What follows belongs to an exercise in optimizing a design on an open flow for small area, a short achievable clock period and few clock cycles; a production flow would make more cautious choices. Only simulation tests tie the RTL to the original design; equivalence was not proved.

Setup of the baseline:
==> flow/design.v (excerpt) <==
module mul_div_unit (
  input  logic        clk,
  input  logic        rst,
  input  logic        start,
  input  logic [2:0]  funct3,
  input  logic [31:0] operand_a,
  input  logic [31:0] operand_b,
  input  logic [4:0]  rd_in,
  input  logic        flush,
  output logic        busy,
  output logic        done,
  output logic [31:0] result,
  output logic [4:0]  rd_out
);
Settings: LEC_CHECK=0, CAP_MARGIN=20, CORE_MARGIN=2, CORE_UTILIZATION=40, CTS_BUF_LIST=sky130_fd_sc_hd__clkbuf_4 sky130_fd_sc_hd__clkbuf_8, SLEW_MARGIN=20; clock period 10.0 ns.
standard.sh (not shown) runs the stock make flow with config.mk's settings and CLKGATE_MAP_FILE= SYNTH_SCRIPT=/design/flow/synth_recipe.tcl, a recipe that flattens the netlist after the stock synthesis.
==> flow/flow/run.sh <==
#!/bin/bash
set -euo pipefail
export BUFFER_PORTS_ARGS="-buffer_cell sky130_fd_sc_hd__buf_1"
export SETUP_SLACK_MARGIN=5.6
bash standard.sh > standard.log 2>&1
Testbench counts of the baseline, summed over its fixed seeds: cycles 56,089.
Inputs modified between the baseline and the candidate:
-- flow/design.v --
<<< the baseline, line 100
    add_t  = cs_s + cs_c + {36'd0, ci_q};
  end
  logic dacc, dbit;
  assign dacc = add_t[36] ^ ~sa_q;
  assign dbit = add_t[36] ^ (sa_q ^ ds_q);
  logic [5:0] lza, lzb;
  logic [4:0] lza_c, lzb_c;
>>> the candidate, line 100
    add_t  = cs_s + cs_c + {36'd0, ci_q};
  end
  logic dacc;
  assign dacc = add_t[36] ^ ~sa_q;
  logic [5:0] lza, lzb;
  logic [4:0] lza_c, lzb_c;
<<< the baseline, line 153
    else           r_n = add_t[32:0];
    if (idle)      q_n = funct3[2] ? {32{in_bz}} : operand_a;
    else if (s_ds) q_n = {(d1_q ? {31{~ds_q & c0_q}} : q_q[30:0]), dbit};
    else begin
      case (m_q)
>>> the candidate, line 152
    else           r_n = add_t[32:0];
    if (idle)      q_n = funct3[2] ? {32{in_bz}} : operand_a;
    else if (s_ds) q_n = {(d1_q ? {31{~ds_q & c0_q}} : q_q[30:0]), dacc ^ ~ds_q};
    else begin
      case (m_q)
<<< the baseline, line 237
      z0_n = 1'b0;
      t0_n = 1'b0;
      n0_n = dbit;
      z1_n = 1'b1;
      t1_n = 1'b0;
>>> the candidate, line 236
      z0_n = 1'b0;
      t0_n = 1'b0;
      n0_n = dacc ? ds_q : ~ds_q;
      z1_n = 1'b1;
      t1_n = 1'b0;
<<< the baseline, line 253
      z0_n = 1'b0;
      t0_n = 1'b0;
      n0_n = s_ds & dbit;
      z1_n = 1'b1;
      t1_n = 1'b0;
>>> the candidate, line 252
      z0_n = 1'b0;
      t0_n = 1'b0;
      n0_n = s_ds & (dacc ? ds_q : ~ds_q);
      z1_n = 1'b1;
      t1_n = 1'b0;
--- outcome ---
Run comparison: the baseline destination of the critical timing path z0_q; the candidate destination of the critical timing path n0_q
Changes observed in the candidate relative to the baseline: final instance area rose by about 1.3%; number of synthesized flops with an enable pin stayed essentially flat; minimum clock period after layout fell by 55 ps; net count of the mapped netlist rose by about 0.33%.
Relative to the baseline, first-pass GRT wire length has increased by about 4% in the candidate.
Testbench counts of the candidate, summed over its fixed seeds: cycles 56,089.

The RTL this note starts from:
==> flow/design.v <==
package mdu_pkg;
  typedef enum logic [2:0] {
    OP_MUL    = 3'b000,
    OP_MULH   = 3'b001,
    OP_MULHSU = 3'b010,
    OP_MULHU  = 3'b011,
    OP_DIV    = 3'b100,
    OP_DIVU   = 3'b101,
    OP_REM    = 3'b110,
    OP_REMU   = 3'b111
  } funct3_e;
endpackage
module mdu_divider (
  input  logic [31:0] value,
  output logic [5:0]  lz
);
  logic [15:0] z1;  logic [15:0][0:0] c1;
  logic [7:0]  z2;  logic [7:0][1:0]  c2;
  logic [3:0]  z3;  logic [3:0][2:0]  c3;
  logic [1:0]  z4;  logic [1:0][3:0]  c4;
  logic        z5;  logic [4:0]       c5;
  always_comb begin
    for (int i = 0; i < 16; i++) begin
      z1[i] = ~(value[2*i+1] | value[2*i]);
      c1[i] = ~value[2*i+1];
    end
    for (int i = 0; i < 8; i++) begin
      z2[i] = z1[2*i+1] & z1[2*i];
      c2[i] = z1[2*i+1] ? {1'b1, c1[2*i]} : {1'b0, c1[2*i+1]};
    end
    for (int i = 0; i < 4; i++) begin
      z3[i] = z2[2*i+1] & z2[2*i];
      c3[i] = z2[2*i+1] ? {1'b1, c2[2*i]} : {1'b0, c2[2*i+1]};
    end
    for (int i = 0; i < 2; i++) begin
      z4[i] = z3[2*i+1] & z3[2*i];
      c4[i] = z3[2*i+1] ? {1'b1, c3[2*i]} : {1'b0, c3[2*i+1]};
    end
    z5 = z4[1] & z4[0];
    c5 = z4[1] ? {1'b1, c4[0]} : {1'b0, c4[1]};
    lz = z5 ? 6'd32 : {1'b0, c5};
  end
endmodule
module mul_div_unit (
  input  logic        clk,
  input  logic        rst,
  input  logic        start,
  input  logic [2:0]  funct3,
  input  logic [31:0] operand_a,
  input  logic [31:0] operand_b,
  input  logic [4:0]  rd_in,
  input  logic        flush,
  output logic        busy,
  output logic        done,
  output logic [31:0] result,
  output logic [4:0]  rd_out
);
  logic s_dn, s_ds, s_fx, s_ms, s_ma;     
  logic s_dn_n, s_ds_n, s_fx_n, s_ms_n, s_ma_n;
  logic done_n;
  logic [2:0]  op_q;
  logic [4:0]  rd_q;
  logic [32:0] r_q, r_n;      
  logic [31:0] q_q, q_n;      
  logic [32:0] x_q, x_n;      
  logic [1:0]  m_q, m_n;      
  logic [4:0]  cnt_q, cnt_n;
  logic        sa_q, sa_n;    
  logic        ds_q, ds_n;    
  logic        qz_q, qz_n;    
  logic        bz_q, bz_n;    
  logic        d1_q, d1_n;    
  logic        c0_q, c0_n;    
  logic        z0_q, t0_q, n0_q, z1_q, t1_q, n1_q, ci_q;
  logic        z0_n, t0_n, n0_n, z1_n, t1_n, n1_n, ci_n;
  logic idle, accept;
  assign busy   = s_dn | s_ds | s_fx | s_ms | s_ma;
  assign idle   = ~busy;
  assign accept = start & ~flush & idle;
  logic sgn_a_in, sgn_b_in;
  assign sgn_a_in = funct3[2] ? ~funct3[0] : ~(funct3[1] & funct3[0]);
  assign sgn_b_in = funct3[2] ? ~funct3[0] : ~funct3[1];
  logic [36:0] add_a, add_b, add_c, cs_s, cs_c, add_t;
  logic [35:0] cs_maj;
  always_comb begin
    add_a = {{4{r_q[32]}}, r_q};
    add_b = (z0_q ? 37'd0 : (t0_q ? {{3{x_q[32]}}, x_q, 1'b0} : {{4{x_q[32]}}, x_q}))
            ^ {37{n0_q}};
    add_c = {(z1_q ? 35'd0 : (t1_q ? {x_q[32], x_q, 1'b0} : {{2{x_q[32]}}, x_q})) ^ {35{n1_q}},
             n1_q, n1_q};
    cs_s   = add_a ^ add_b ^ add_c;
    cs_maj = (add_a[35:0] & add_b[35:0]) | (add_a[35:0] & add_c[35:0]) |
             (add_b[35:0] & add_c[35:0]);
    cs_c   = {cs_maj, n0_q};
    add_t  = cs_s + cs_c + {36'd0, ci_q};
  end
  logic dacc;
  assign dacc = add_t[36] ^ ~sa_q;
  logic [5:0] lza, lzb;
  logic [4:0] lza_c, lzb_c;
  logic       in_sa, in_sb, in_bz, in_quick;
  logic [5:0] in_d;
  logic [4:0] dn_d;
  assign in_sa = sgn_a_in & operand_a[31];
  assign in_sb = sgn_b_in & operand_b[31];
  mdu_divider u_lza (.value(operand_a ^ {32{in_sa}}), .lz(lza));
  mdu_divider u_lzb (.value(operand_b ^ {32{in_sb}}), .lz(lzb));
  assign lza_c    = lza[5] ? 5'd31 : lza[4:0];
  assign lzb_c    = lzb[5] ? 5'd31 : lzb[4:0];
  assign in_bz    = (operand_b == 32'd0);
  assign in_d     = {1'b0, lzb_c} - {1'b0, lza_c} + {5'd0, in_sa};
  assign in_quick = in_bz | in_d[5];
  assign dn_d     = cnt_q;
  localparam int MAXZ = 1;
  logic last_ms, ds_last, rem_fix;
  logic [4:0] cnt_ms;
  assign cnt_ms  = cnt_q - {3'd0, m_q} - 5'd1;
  assign last_ms = (cnt_ms == 5'd0);
  assign ds_last = (cnt_q == 5'd0);
  assign rem_fix = op_q[1];
  always_comb begin
    s_dn_n = 1'b0;
    s_ds_n = 1'b0;
    s_fx_n = 1'b0;
    s_ms_n = 1'b0;
    s_ma_n = 1'b0;
    done_n = 1'b0;
    sa_n   = sa_q;
    ds_n   = ds_q;
    bz_n   = in_bz;
    qz_n   = 1'b0;
    d1_n   = s_dn;
    c0_n   = dacc;
    if (idle)                 x_n = {sgn_b_in & operand_b[31], operand_b};
    else if (s_ds & ~ds_last) x_n = {x_q[32], x_q[32:1]};
    else                      x_n = x_q << (s_dn ? dn_d : 5'd0);
    if (idle)      r_n = funct3[2] ? {sgn_a_in & operand_a[31], operand_a} : 33'd0;
    else if (s_ms) begin
      case (m_q)
        2'd0:    r_n = add_t[36:4];
        2'd1:    r_n = {{4{add_t[36]}}, add_t[36:8]};
        2'd2:    r_n = {{8{add_t[36]}}, add_t[36:12]};
        default: r_n = {{12{add_t[36]}}, add_t[36:16]};
      endcase
    end
    else           r_n = add_t[32:0];
    if (idle)      q_n = operand_a;
    else if (s_ds) q_n = {(d1_q ? {31{~ds_q & c0_q}} : q_q[30:0]), dacc ^ ~ds_q};
    else begin
      case (m_q)
        2'd0:    q_n = {add_t[3:0],  q_q[31:4]};
        2'd1:    q_n = {add_t[7:0],  q_q[31:8]};
        2'd2:    q_n = {add_t[11:0], q_q[31:12]};
        default: q_n = {add_t[15:0], q_q[31:16]};
      endcase
    end
    if (idle)      cnt_n = funct3[2] ? in_d[4:0] : 5'd8;
    else if (s_ds) cnt_n = cnt_q - 5'd1;
    else if (s_dn) cnt_n = cnt_q;
    else           cnt_n = cnt_ms;
    if (idle) begin
      sa_n   = in_sa;
      ds_n   = in_sa == in_sb;
      qz_n   = funct3[2] & in_quick;
      s_dn_n = accept & funct3[2] & ~in_quick;
      s_ms_n = accept & ~funct3[2];
      done_n = accept & funct3[2] & in_quick;
    end
    if (s_dn) s_ds_n = 1'b1;
    if (s_ds) begin
      if (!ds_last)     s_ds_n = 1'b1;
      else if (rem_fix) s_fx_n = 1'b1;
      else              done_n = 1'b1;
    end
    if (s_fx) done_n = 1'b1;
    if (s_ms) begin
      if (!last_ms)                                s_ms_n = 1'b1;
      else if ((op_q == mdu_pkg::OP_MULHU) & ms_top) s_ma_n = 1'b1;
      else                                         done_n = 1'b1;
    end
    if (s_ma) done_n = 1'b1;
  end
  logic [15:0] w;
  logic        wpb, ms_next, ms_top;
  logic [3:0]  nl;
  logic        npb;
  logic [4:0]  cnt_nx;
  logic        f1, f2, f3, e1, e2, e3;
  assign ms_next = s_ms_n & ~flush;
  always_comb begin
    if (idle) begin
      w   = operand_a[15:0];
      wpb = 1'b0;
    end else begin
      case (m_q)
        2'd0:    begin w = q_q[19:4];  wpb = q_q[3];  end
        2'd1:    begin w = q_q[23:8];  wpb = q_q[7];  end
        2'd2:    begin w = q_q[27:12]; wpb = q_q[11]; end
        default: begin w = q_q[31:16]; wpb = q_q[15]; end
      endcase
    end
    nl     = w[3:0];
    npb    = wpb;
    cnt_nx = idle ? 5'd8 : cnt_ms;
    f1 = (&w[7:3])   | ~(|w[7:3]);
    f2 = (&w[11:7])  | ~(|w[11:7]);
    f3 = (&w[15:11]) | ~(|w[15:11]);
    e1 = (MAXZ >= 1) & f1 & (cnt_nx >= 5'd2);
    e2 = (MAXZ >= 2) & e1 & f2 & (cnt_nx >= 5'd3);
    e3 = (MAXZ >= 3) & e2 & f3 & (cnt_nx >= 5'd4);
    m_n = e3 ? 2'd3 : (e2 ? 2'd2 : (e1 ? 2'd1 : 2'd0));
  end
  assign ms_top = wpb;
  always_comb begin
    if (ms_next) begin
      z0_n = (nl[1] == nl[0]) & (nl[0] == npb);
      t0_n = (nl[1] & ~nl[0] & ~npb) | (~nl[1] & nl[0] & npb);
      n0_n = nl[1] & ~(nl[0] & npb);
      z1_n = (nl[3] == nl[2]) & (nl[2] == nl[1]);
      t1_n = (nl[3] & ~nl[2] & ~nl[1]) | (~nl[3] & nl[2] & nl[1]);
      n1_n = nl[3] & ~(nl[2] & nl[1]);
      ci_n = nl[3] & ~(nl[2] & nl[1]);
    end else if (idle) begin
      z0_n = in_sa == in_sb;
      t0_n = 1'b0;
      n0_n = 1'b0;
      z1_n = 1'b1;
      t1_n = 1'b0;
      n1_n = in_sa;
      ci_n = 1'b0;
    end else if (s_dn) begin
      z0_n = 1'b0;
      t0_n = 1'b0;
      n0_n = dacc ? ds_q : ~ds_q;
      z1_n = 1'b1;
      t1_n = 1'b0;
      n1_n = 1'b0;
      ci_n = 1'b0;
    end else if (s_ds & ds_last) begin
      z0_n = dacc;
      t0_n = 1'b0;
      n0_n = ~ds_q;
      z1_n = 1'b1;
      t1_n = 1'b0;
      n1_n = 1'b0;
      ci_n = sa_q;
    end else begin
      z0_n = 1'b0;
      t0_n = 1'b0;
      n0_n = s_ds & (dacc ? ds_q : ~ds_q);
      z1_n = 1'b1;
      t1_n = 1'b0;
      n1_n = 1'b0;
      ci_n = 1'b0;
    end
  end
  always_ff @(posedge clk or posedge rst) begin
    if (rst) begin
      s_dn <= 1'b0;
      s_ds <= 1'b0;
      s_fx <= 1'b0;
      s_ms <= 1'b0;
      s_ma <= 1'b0;
      done <= 1'b0;
    end else begin
      s_dn <= s_dn_n & ~flush;
      s_ds <= s_ds_n & ~flush;
      s_fx <= s_fx_n & ~flush;
      s_ms <= s_ms_n & ~flush;
      s_ma <= s_ma_n & ~flush;
      done <= done_n & ~flush;
    end
  end
  always_ff @(posedge clk) begin
    if (idle) begin
      op_q <= funct3;
      rd_q <= rd_in;
    end
    r_q   <= r_n;
    q_q   <= q_n;
    x_q   <= x_n;
    m_q   <= m_n;
    cnt_q <= cnt_n;
    sa_q  <= sa_n;
    ds_q  <= ds_n;
    qz_q  <= qz_n;
    bz_q  <= bz_n;
    d1_q  <= d1_n;
    c0_q  <= c0_n;
    z0_q  <= z0_n;
    t0_q  <= t0_n;
    n0_q  <= n0_n;
    z1_q  <= z1_n;
    t1_q  <= t1_n;
    n1_q  <= n1_n;
    ci_q  <= ci_n;
  end
  logic selr;
  assign selr   = op_q[2] ? op_q[1] : (op_q[1] | op_q[0]);
  assign result = selr ? r_q[31:0] : (qz_q ? {32{bz_q}} : q_q);
  assign rd_out = rd_q;
endmodule
clock: 10.0 ns
lec_check: 0
cap_margin: 20
core_margin: 2
core_utilization: 40
setup_slack_margin: 5
slew_margin: 20
run.sh (not shown) runs the stock make flow with config.mk's settings and CLKGATE_MAP_FILE= SYNTH_SCRIPT=/design/flow/synth_recipe.tcl, a recipe that flattens the netlist after the stock synthesis.
Stock flow here: none of the scripts above is used.
Testbench counts at the start, summed over its fixed seeds: cycles 56,467.
Edit:
--- a/flow/design.v
+++ b/flow/design.v
@@ -58,5 +58,7 @@
   logic s_dn, s_ds, s_fx, s_ms, s_ma;     
   logic s_dn_n, s_ds_n, s_fx_n, s_ms_n, s_ma_n;
-  logic done_n;
+  logic done_q, done_n;
+  logic fxn_q, fxn_n;         
+  logic fx_act, fx_done;
   logic [2:0]  op_q;
   logic [4:0]  rd_q;
@@ -75,5 +77,8 @@
   logic        z0_n, t0_n, n0_n, z1_n, t1_n, n1_n, ci_n;
   logic idle, accept;
-  assign busy   = s_dn | s_ds | s_fx | s_ms | s_ma;
+  assign fx_act  = s_fx & fxn_q;
+  assign fx_done = s_fx & ~fxn_q;
+  assign busy    = s_dn | s_ds | fx_act | s_ms | s_ma;
+  assign done    = done_q | fx_done;
   assign idle   = ~busy;
   assign accept = start & ~flush & idle;
@@ -128,4 +133,5 @@
     sa_n   = sa_q;
     ds_n   = ds_q;
+    fxn_n  = ~dacc | sa_q;
     bz_n   = in_bz;
     qz_n   = 1'b0;
@@ -173,5 +179,5 @@
       else              done_n = 1'b1;
     end
-    if (s_fx) done_n = 1'b1;
+    if (fx_act) done_n = 1'b1;
     if (s_ms) begin
       if (!last_ms)                                s_ms_n = 1'b1;
@@ -262,5 +268,5 @@
       s_ms <= 1'b0;
       s_ma <= 1'b0;
-      done <= 1'b0;
+      done_q <= 1'b0;
     end else begin
       s_dn <= s_dn_n & ~flush;
@@ -269,5 +275,5 @@
       s_ms <= s_ms_n & ~flush;
       s_ma <= s_ma_n & ~flush;
-      done <= done_n & ~flush;
+      done_q <= done_n & ~flush;
     end
   end
@@ -295,4 +301,5 @@
     n1_q  <= n1_n;
     ci_q  <= ci_n;
+    fxn_q <= fxn_n;
   end
   logic selr;
Effect: Cell area fell slightly. Area after synthesis stays flat. Cell count climbs slightly. Via count came out higher slightly. Utilization hardly moves. Synthesized cell count went up slightly.
Testbench counts after the change, summed over its fixed seeds: cycles 56,089.

==> afterwards: timing with drivers on the ports <==
No port has a modelled driver above. Below, the same layouts with a new extraction and two added sets of constraints.
Step 1 sets driving cells, clkbuf_16 on the clock port and buf_2 on the other inputs (assumed; they add their load-dependent delay and slew).
Step 2 adds t to the input delays and takes it off the output delays; t is the mean of the earliest and latest rising clock arrival at the registers after step 1. Input paths then give back, and output paths get back, about the clock's delay inside the block.
a / b / c = no drivers / after step 1 / after step 2; a / b = the first two.
run	t, ns	slack for setup (ns)	clock arrival spread, ns	worst slew at a driven data input, ns	pins driven straight from the clock port
the baseline	0.526	5.604 / 5.604 / 5.179	0.021 / 0.021	0.04	1
the candidate	0.546	5.659 / 5.659 / 5.248	0.025 / 0.025	0.05	1
the first run of note 2	0.483	5.060 / 5.058 / 4.578	0.015 / 0.015	0.09	1
the second run of note 2	0.490	4.760 / 4.781 / 4.291	0.012 / 0.012	0.07	1
After both steps every run listed still meets setup and hold. The setup slack of the first run of note 2, which loses most, moves by -0.002 ns with the drivers and by -0.482 ns with both steps.
